Context: an optimization exercise on an open-source flow, tuned for a short achievable clock period and few clock cycles. The choices shown serve that exercise and are no tape-out recipe.
Function was checked by simulation only, so behaviour that the tests miss may differ from the original.
Power and IR drop assume default switching activity.

File: flow/design.v
`timescale 1ns/1ns
module mem_fetch
(
    input  logic            clk_in,
    input  logic            reset,
    input  logic            rdy_in,
    input  logic [7:0]      mem_din,
    output logic [31:0]     mem_a,
    input  logic            redirect,
    input  logic [31:0] redirect_pc,
    output logic            fq_push,
    output logic [31:0] fq_push_pc,
    output logic [31:0] fq_push_inst,
    input  logic            fq_full
);
    localparam int addr_width        = 17;
    localparam int xlen              = 32;
    localparam int queue_depth       = 8;
    localparam int queue_ptr_width   = 3;
    localparam int queue_count_width = queue_ptr_width + 1;
    localparam int bht_entries       = 64;
    localparam int bht_index_width   = 6;
    localparam logic [xlen-1:0] reset_pc = '0;
    localparam logic [1:0] bht_reset_state = 2'b01;
    logic [31:0] fetch_pc;
    logic [2:0]      byte_cnt;
    logic [23:0]     byte_sr;
    logic [2:0]      addr_ofs;
    logic [31:0] bus_addr;
    assign addr_ofs = (!rdy_in && byte_cnt != 3'd0) ? byte_cnt - 3'd1 : byte_cnt;
    assign bus_addr = fetch_pc + xlen'(addr_ofs);
    assign mem_a    = {{(32 - addr_width){1'b0}}, bus_addr[addr_width-1:0]};
    assign fq_push      = rdy_in && byte_cnt == 3'd4;
    assign fq_push_pc   = fetch_pc;
    assign fq_push_inst = {mem_din, byte_sr};
    always_ff @(posedge clk_in) begin
        if (reset) begin
            fetch_pc <= reset_pc;
            byte_cnt <= 3'd0;
        end else if (rdy_in) begin
            if (redirect) begin
                fetch_pc <= redirect_pc;
                byte_cnt <= 3'd0;
            end else begin
                case (byte_cnt)
                    3'd0: begin
                        if (!fq_full) begin
                            byte_cnt <= 3'd1;
                        end
                    end
                    3'd1, 3'd2, 3'd3: begin
                        byte_cnt <= byte_cnt + 3'd1;
                    end
                    3'd4: begin
                        fetch_pc <= fetch_pc + xlen'(4);
                        byte_cnt <= 3'd0;
                    end
                    default: begin
                        byte_cnt <= 3'd0;
                    end
                endcase
            end
        end
    end
    always_ff @(posedge clk_in) begin
        if (rdy_in && byte_cnt != 3'd0) begin
            byte_sr <= {mem_din, byte_sr[23:8]};
        end
    end
endmodule
`timescale 1ns/1ns
module inst_queue
(
    input  logic            clk_in,
    input  logic            reset,
    input  logic            rdy_in,
    input  logic            flush,
    input  logic            fq_push,
    input  logic [31:0] fq_push_pc,
    input  logic [31:0] fq_push_inst,
    output logic            fq_full,
    output logic            pq_empty,
    output logic [31:0] pq_head_pc,
    output logic [31:0] pq_head_inst,
    input  logic            pq_pop
);
    localparam int addr_width        = 17;
    localparam int xlen              = 32;
    localparam int queue_depth       = 8;
    localparam int queue_ptr_width   = 3;
    localparam int queue_count_width = queue_ptr_width + 1;
    localparam int bht_entries       = 64;
    localparam int bht_index_width   = 6;
    localparam logic [xlen-1:0] reset_pc = '0;
    localparam logic [1:0] bht_reset_state = 2'b01;
    logic [31:0]              pc_mem   [queue_depth];
    logic [31:0]              inst_mem [queue_depth];
    logic [queue_ptr_width-1:0]   rd_ptr;
    logic [queue_ptr_width-1:0]   wr_ptr;
    logic [queue_count_width-1:0] count;
    assign fq_full      = count == queue_count_width'(queue_depth);
    assign pq_empty     = count == '0;
    assign pq_head_pc   = pc_mem[rd_ptr];
    assign pq_head_inst = inst_mem[rd_ptr];
    always_ff @(posedge clk_in) begin
        if (rdy_in && fq_push) begin
            pc_mem[wr_ptr]   <= fq_push_pc;
            inst_mem[wr_ptr] <= fq_push_inst;
        end
    end
    always_ff @(posedge clk_in) begin
        if (reset) begin
            rd_ptr <= '0;
            wr_ptr <= '0;
            count  <= '0;
        end else if (rdy_in) begin
            if (flush) begin
                rd_ptr <= '0;
                wr_ptr <= '0;
                count  <= '0;
            end else begin
                if (fq_push) begin
                    wr_ptr <= wr_ptr + 1'b1;
                end
                if (pq_pop) begin
                    rd_ptr <= rd_ptr + 1'b1;
                end
                case ({fq_push, pq_pop})
                    2'b10:   count <= count + 1'b1;
                    2'b01:   count <= count - 1'b1;
                    default: count <= count;
                endcase
            end
        end
    end
endmodule
`timescale 1ns/1ns
module branch_predict
(
    input  logic            clk_in,
    input  logic            reset,
    input  logic            rdy_in,
    input  logic            pq_empty,
    input  logic [31:0] pq_head_pc,
    input  logic [31:0] pq_head_inst,
    output logic            pq_pop,
    output logic            redirect,
    output logic [31:0] redirect_pc,
    input  logic            issue_ready,
    input  logic            bht_update,
    input  logic [31:0] bht_update_pc,
    input  logic            bht_update_taken,
    output logic            inst_valid,
    output logic [31:0] inst_out,
    output logic [31:0] inst_pc,
    output logic [31:0] inst_next_pc
);
    localparam int addr_width        = 17;
    localparam int xlen              = 32;
    localparam int queue_depth       = 8;
    localparam int queue_ptr_width   = 3;
    localparam int queue_count_width = queue_ptr_width + 1;
    localparam int bht_entries       = 64;
    localparam int bht_index_width   = 6;
    localparam logic [xlen-1:0] reset_pc = '0;
    localparam logic [1:0] bht_reset_state = 2'b01;
    localparam logic [6:0] op_jal    = 7'b1101111;
    localparam logic [6:0] op_branch = 7'b1100011;
    logic [1:0]                 bht [bht_entries];
    logic [31:0]                head_word;
    logic [31:0]            j_imm;
    logic [31:0]            b_imm;
    logic [31:0]            seq_pc;
    logic [31:0]            pred_pc;
    logic [bht_index_width-1:0] head_idx;
    logic [bht_index_width-1:0] upd_idx;
    logic [1:0]                 upd_cnt;
    assign head_word = pq_head_inst;
    assign j_imm = {{12{head_word[31]}}, head_word[19:12], head_word[20],
                    head_word[30:21], 1'b0};
    assign b_imm = {{20{head_word[31]}}, head_word[7], head_word[30:25],
                    head_word[11:8], 1'b0};
    assign seq_pc   = pq_head_pc + xlen'(4);
    assign head_idx = pq_head_pc[bht_index_width+1:2];
    always_comb begin
        pred_pc = seq_pc;
        if (head_word[6:0] == op_jal) begin
            pred_pc = pq_head_pc + j_imm;
        end else if (head_word[6:0] == op_branch && bht[head_idx][1]) begin
            pred_pc = pq_head_pc + b_imm;
        end
    end
    assign pq_pop      = rdy_in && !pq_empty && (!inst_valid || issue_ready);
    assign redirect    = pq_pop && pred_pc != seq_pc;
    assign redirect_pc = pred_pc;
    always_ff @(posedge clk_in) begin
        if (reset) begin
            inst_valid <= 1'b0;
        end else if (rdy_in) begin
            if (pq_pop) begin
                inst_valid <= 1'b1;
            end else if (issue_ready) begin
                inst_valid <= 1'b0;
            end
        end
    end
    always_ff @(posedge clk_in) begin
        if (rdy_in && pq_pop) begin
            inst_out     <= pq_head_inst;
            inst_pc      <= pq_head_pc;
            inst_next_pc <= pred_pc;
        end
    end
    assign upd_idx = bht_update_pc[bht_index_width+1:2];
    assign upd_cnt = bht[upd_idx];
    always_ff @(posedge clk_in) begin
        if (reset) begin
            for (int i = 0; i < bht_entries; i++) begin
                bht[i] <= bht_reset_state;
            end
        end else if (rdy_in && bht_update) begin
            if (bht_update_taken && upd_cnt != 2'b11) begin
                bht[upd_idx] <= upd_cnt + 2'b01;
            end else if (!bht_update_taken && upd_cnt != 2'b00) begin
                bht[upd_idx] <= upd_cnt - 2'b01;
            end
        end
    end
endmodule
`timescale 1ns/1ns
module cpu_frontend
(
    input  logic            clk_in,
    input  logic            reset,
    input  logic            rdy_in,
    input  logic [7:0]      mem_din,
    output logic [31:0]     mem_a,
    input  logic            issue_ready,
    input  logic            bht_update,
    input  logic [31:0] bht_update_pc,
    input  logic            bht_update_taken,
    output logic            inst_valid,
    output logic [31:0] inst_out,
    output logic [31:0] inst_pc,
    output logic [31:0] inst_next_pc
);
    localparam int addr_width        = 17;
    localparam int xlen              = 32;
    localparam int queue_depth       = 8;
    localparam int queue_ptr_width   = 3;
    localparam int queue_count_width = queue_ptr_width + 1;
    localparam int bht_entries       = 64;
    localparam int bht_index_width   = 6;
    localparam logic [xlen-1:0] reset_pc = '0;
    localparam logic [1:0] bht_reset_state = 2'b01;
    logic            redirect;
    logic [31:0] redirect_pc;
    logic            fq_push;
    logic [31:0] fq_push_pc;
    logic [31:0] fq_push_inst;
    logic            fq_full;
    logic            pq_empty;
    logic [31:0] pq_head_pc;
    logic [31:0] pq_head_inst;
    logic            pq_pop;
    mem_fetch u_mem_fetch (
        .clk_in       (clk_in),
        .reset        (reset),
        .rdy_in       (rdy_in),
        .mem_din      (mem_din),
        .mem_a        (mem_a),
        .redirect     (redirect),
        .redirect_pc  (redirect_pc),
        .fq_push      (fq_push),
        .fq_push_pc   (fq_push_pc),
        .fq_push_inst (fq_push_inst),
        .fq_full      (fq_full)
    );
    inst_queue u_inst_queue (
        .clk_in       (clk_in),
        .reset        (reset),
        .rdy_in       (rdy_in),
        .flush        (redirect),
        .fq_push      (fq_push),
        .fq_push_pc   (fq_push_pc),
        .fq_push_inst (fq_push_inst),
        .fq_full      (fq_full),
        .pq_empty     (pq_empty),
        .pq_head_pc   (pq_head_pc),
        .pq_head_inst (pq_head_inst),
        .pq_pop       (pq_pop)
    );
    branch_predict u_branch_predict (
        .clk_in           (clk_in),
        .reset            (reset),
        .rdy_in           (rdy_in),
        .pq_empty         (pq_empty),
        .pq_head_pc       (pq_head_pc),
        .pq_head_inst     (pq_head_inst),
        .pq_pop           (pq_pop),
        .redirect         (redirect),
        .redirect_pc      (redirect_pc),
        .issue_ready      (issue_ready),
        .bht_update       (bht_update),
        .bht_update_pc    (bht_update_pc),
        .bht_update_taken (bht_update_taken),
        .inst_valid       (inst_valid),
        .inst_out         (inst_out),
        .inst_pc          (inst_pc),
        .inst_next_pc     (inst_next_pc)
    );
endmodule
File: flow/run.sh
#!/bin/bash
# synth_recipe.tcl (not shown) runs the flow's synth.tcl, then flattens the netlist and writes it again
# the make line also repeats each setting of config.mk as NAME=value (left out here)
make -C /OpenROAD-flow-scripts/flow DESIGN_CONFIG=/design/flow/config.mk WORK_HOME=/design/flow/orfs CLKGATE_MAP_FILE= SYNTH_SCRIPT=/design/flow/synth_recipe.tcl finish
File: flow/config.mk
export PLATFORM = sky130hd
export DESIGN_NAME = cpu_frontend
export DESIGN_NICKNAME = cpu_frontend
export VERILOG_FILES = /design/flow/design.v
export SDC_FILE = /design/flow/constraint.sdc
export NUM_CORES = 4
export LEC_CHECK = 0
export CAP_MARGIN = 20
export CORE_MARGIN = 2
export CORE_UTILIZATION = 40
export PLACE_DENSITY = 0.6
export SLEW_MARGIN = 20
File: flow/constraint.sdc
create_clock -name core_clock -period 8.0 [get_ports {clk_in}]
set_input_delay 1.6000 -clock core_clock [delete_from_list [all_inputs] [get_ports {clk_in}]]
set_output_delay 1.6000 -clock core_clock [all_outputs]
set_load 0.01 [all_outputs]
==> summary.txt <==
-- worst min-delay path: stages, from the launching register on --
cell and delay [ns]:
sky130_fd_sc_hd__dfxtp_1 0.31, sky130_fd_sc_hd__nand2_1 0.05, sky130_fd_sc_hd__a21oi_1 0.07
-- flip-flops by register name, summed over array words and instances, names as in the netlist, named ones only --
name and cells:
u_inst_queue.rd_ptr 3, u_mem_fetch.byte_sr 24, u_inst_queue.inst_mem 256, u_mem_fetch.fetch_pc 32, u_inst_queue.pc_mem 256, u_branch_predict.inst_next_pc 32, u_branch_predict.inst_valid 1, u_branch_predict.inst_out 32
u_inst_queue.wr_ptr 3, u_branch_predict.bht 128, u_branch_predict.inst_pc 31, u_mem_fetch.byte_cnt 3, u_inst_queue.count 4
-- cell families (layout without fill, tap and decap cells) --
kind of cell / count (synthesis) / after routing / synth area share [%]
compound gates: 531 / 531 / 9.93
xor+xnor: 154 / 154 / 3.68
fa+ha+maj: 62 / 62 / 2.10
buf+inv: 235 / 435 / 2.93
flops: 808 / 808 / 62.0
mux: 186 / 186 / 9.21
other cells: 1 / 18 / 0.00978
simple gates: 817 / 817 / 10.1
-- worst max-delay path by stage --
stage | from | to | slack [ns] | cells after the start
after floorplan | rdy_in | u_inst_queue.inst_mem[6][0] | 0.12 | 5
after global placement | flop | u_mem_fetch.byte_cnt[0] | 0.80 | 23
after detailed placement | flop | u_mem_fetch.fetch_pc[29] | 0.77 | 21
after CTS | flop | u_mem_fetch.fetch_pc[7] | 0.73 | 21
after global routing | flop | u_mem_fetch.fetch_pc[11] | 0.32 | 21
final | flop | u_mem_fetch.fetch_pc[12] | 0.66 | 21
-- routing by layer --
metal | GRT usage (%) | routed length, um | vias to the layer above
li1 | - | - | 11100
met1 | 31.8 | 48200 | 13000
met2 | 37.2 | 54200 | 1152
met3 | 3.25 | 8310 | 196
met4 | 7.09 | 3330 | 0
met5 | 0 | 0 | -
-- metrics by stage --
stage	hold slack, ns	instance area (sq um)	util [%]	instances	power [W]
floorplan	0.450	38400	-	2808	0.00694
CTS	0.484	44100	46.5	4273	0.0119
global placement	0.445	41400	43.5	4118	0.00796
finish	0.484	44200	46.5	4276	0.0119
detailed placement	0.475	41400	43.5	4118	0.00799
global route	0.520	44100	46.5	4273	0.0123
-- report_power, final --
group / total (W) / internal (W) / switching [W]
registers: 0.00509 / 0.00490 / 0.000188
logic: 0.00285 / 0.00110 / 0.00174
clock network: 0.00393 / 0.00224 / 0.00169
-- layout make-up --
type | count | area, sq um | share of cell area, %
diodes | 3 | 7.51 | 0.0170
clock buffers | 103 | 2200 | 4.99
clock inverters | 52 | 581 | 1.31
inverters | 62 | 240 | 0.544
multi-input cells | 1765 | 13600 | 30.9
flip-flops and latches | 808 | 23800 | 53.9
well taps | 1265 | 1580 | 3.58
repair buffers | 218 | 2110 | 4.77
-- Yosys cell counts, drive strengths merged, types with 14 or more instances --
cell	number	area, sq um
a2111oi	14	148
a211oi	41	313
a21o	52	392
a21oi	99	503
a221oi	20	175
a22o	21	184
a22oi	40	319
a31oi	30	188
and2	24	150
and3	27	169
buf	76	522
clkbuf	97	364
dfxtp	49	981
edfxtp	759	22800
ha	58	726
inv	61	234
mux2i	48	509
mux4	129	2910
nand2	312	1190
nand3	56	280
nand4	41	257
nor2	168	631
nor3	87	445
o21ai	55	279
o21bai	48	360
xnor2	96	841
xor2	54	480
==> summary.txt <==
die width=314 um; final critical-path setup slack=0.661 ns; syn avg cell area=13.7 sq um; EDFF count, synth=759; Worst-Skew Late Latency=0.69 ns; Initial DRC Count=2963; Synth Register Bits=808; Resized cells post-CTS=0; part of the Yosys area used for sequential elements=62.0%; proportion of layout cells with a drive suffix above 1=13.9%; cell depth of the worst min-delay path=2; largest fanout of any net on the critical path=35; Yosys warning total=3; CP cell instances=buf_12 -> mux4_2 -> mux2i_1 -> inv_1 -> buf_4 -> ha_1 -> a21oi_1 -> o21bai_1 -> a21o_1 -> a31oi_1 -> o21ai_0 -> mux2i_1 -> a211oi_2 -> nor2_1 -> a2111o_1 -> o41ai_1 -> nand4_1 -> or3_4 -> nand2_1 -> buf_12 -> a211oi_1; die height=314 um; Std-Cell Rows=113; power per standard cell area=269 mW/mm^2; Via-to-Cell Ratio=5.96; total number of vias=25500; clock tree buffer depth=3; outcome=no timing/DRC/antenna violations; Cell Area, Synth=0.0383 sq mm; endpoint class of the critical path=flop; crit path DAT=7.84 ns; overflow left after global routing=0; Fmax=136 MHz; count of buffers from port buffering=133; ys flop type=sky130_fd_sc_hd__edfxtp_1; final wirelength=114000 um; number of clock sinks seen by CTS=808; Initial Utilization=40.4%; Max-Slew Margin vs Limit=18.3%; final weighted congestion in routability-driven placement=0.918; leakage=14.5 nW; Setup TNS=0 ns; depth of the most critical reg-to-reg path=21; required time of the worst setup path=8.50 ns; post-CTS setup buffer count=0; hold bufs inserted after CTS=0; CP top delay family=compound AO/OA/AOI/OAI gates; worst-path cell with the longest stage delay=sky130_fd_sc_hd__o21ai_0; cell count after synthesis=2794; Syn-to-layout area delta=15.2%; # nets final=3047; Global Route Usage Sum=22.8%; setup slack after placement=0.773 ns; RSZ-0062 raised after global routing=false; Crit Reg-Reg Endpoint=u_mem_fetch.fetch_pc[12]; maximum resistive drop on vdd=0.000239 V; residual antenna-violating net count after detailed routing=0; sum of net half-perimeters after detailed placement=77500 um; fraction of registers with async set or reset after synthesis=0%; total count of hold-check failures in the final report=0; number of pins exceeding their max-slew limit in the final report=0; Final Skew=0.0535 ns; largest net degree at the start of global routing=96; Synth cell types=111; CP Launch Type=flop; number of clock buffers inserted by TritonCTS=84; longest individual stage delay on the worst path=0.70 ns; leading cell type in the layout, fill and taps excluded=sky130_fd_sc_hd__edfxtp_1; routed wirelength normalized by instance count=26.7 um; Worst Min Path Start=u_inst_queue.rd_ptr[1]; CTS tree=built; category of the critical setup timing path=flop to flop; final critical delay including setup and external delays=7.34 ns; slew of the pin with the lowest slew margin=1.21 ns; final period utilization=91.7%; DRC violation count after routing=0; global-route wire length before repair=166000 um; detailed-routing iteration count for the pre-antenna-repair pass=6; I/O Pins=175; worst path buffer plus inverter count=4; clock transition at the register clock pins on the worst setup and hold paths after CTS=0.06 ns; CTS HTree Levels=3; number of antenna violations at the first check in global routing=5; via count of the first global-routing pass=25000; class of the most critical hold timing path=flop to flop; highest-count cells in the layout ignoring fill and taps=sky130_fd_sc_hd__edfxtp_1 (759), sky130_fd_sc_hd__nand2_1 (310), sky130_fd_sc_hd__nor2_1 (165); Clock Root Buffer=sky130_fd_sc_hd__clkbuf_16; total of max-cap violations=0; placeable core area=0.0950 sq mm; area of the die=0.0983 sq mm; final setup violating endpoints=0; flop-to-flop setup slack=0.66 ns; Filler cells=8403
Testbench counts, summed over its fixed seeds: cycles 82,157.

## static timing again, ports no longer ideal
No port has a modelled driver above. Below, the same layout with a new extraction and two added sets of constraints.
Step 1: set_driving_cell puts a clkbuf_16 on clk_in and a buf_2 on each other input, an assumption about the parent block.
Step 2 moves the port delays by t, midway between the first and last clock arrival at a register: inputs arrive t later, outputs are due t later. That takes back most of the time a late clock gives input paths.
a / b / c = ideal / step 1 / step 2; a / b = the first two.
shift t [ns]: 0.729
setup slack, ns: 0.661 / 0.661 / 0.661
hold WS [ns]: 0.484 / 0.484 / 0.484
worst setup path after step 2: register to register
slew at the worst register clock pin (ns): 0.07 / 0.07
After both steps setup and hold are still met in this run. For this run, drivers alone change the setup slack by 0.000 ns; drivers and shift together by 0.000 ns.
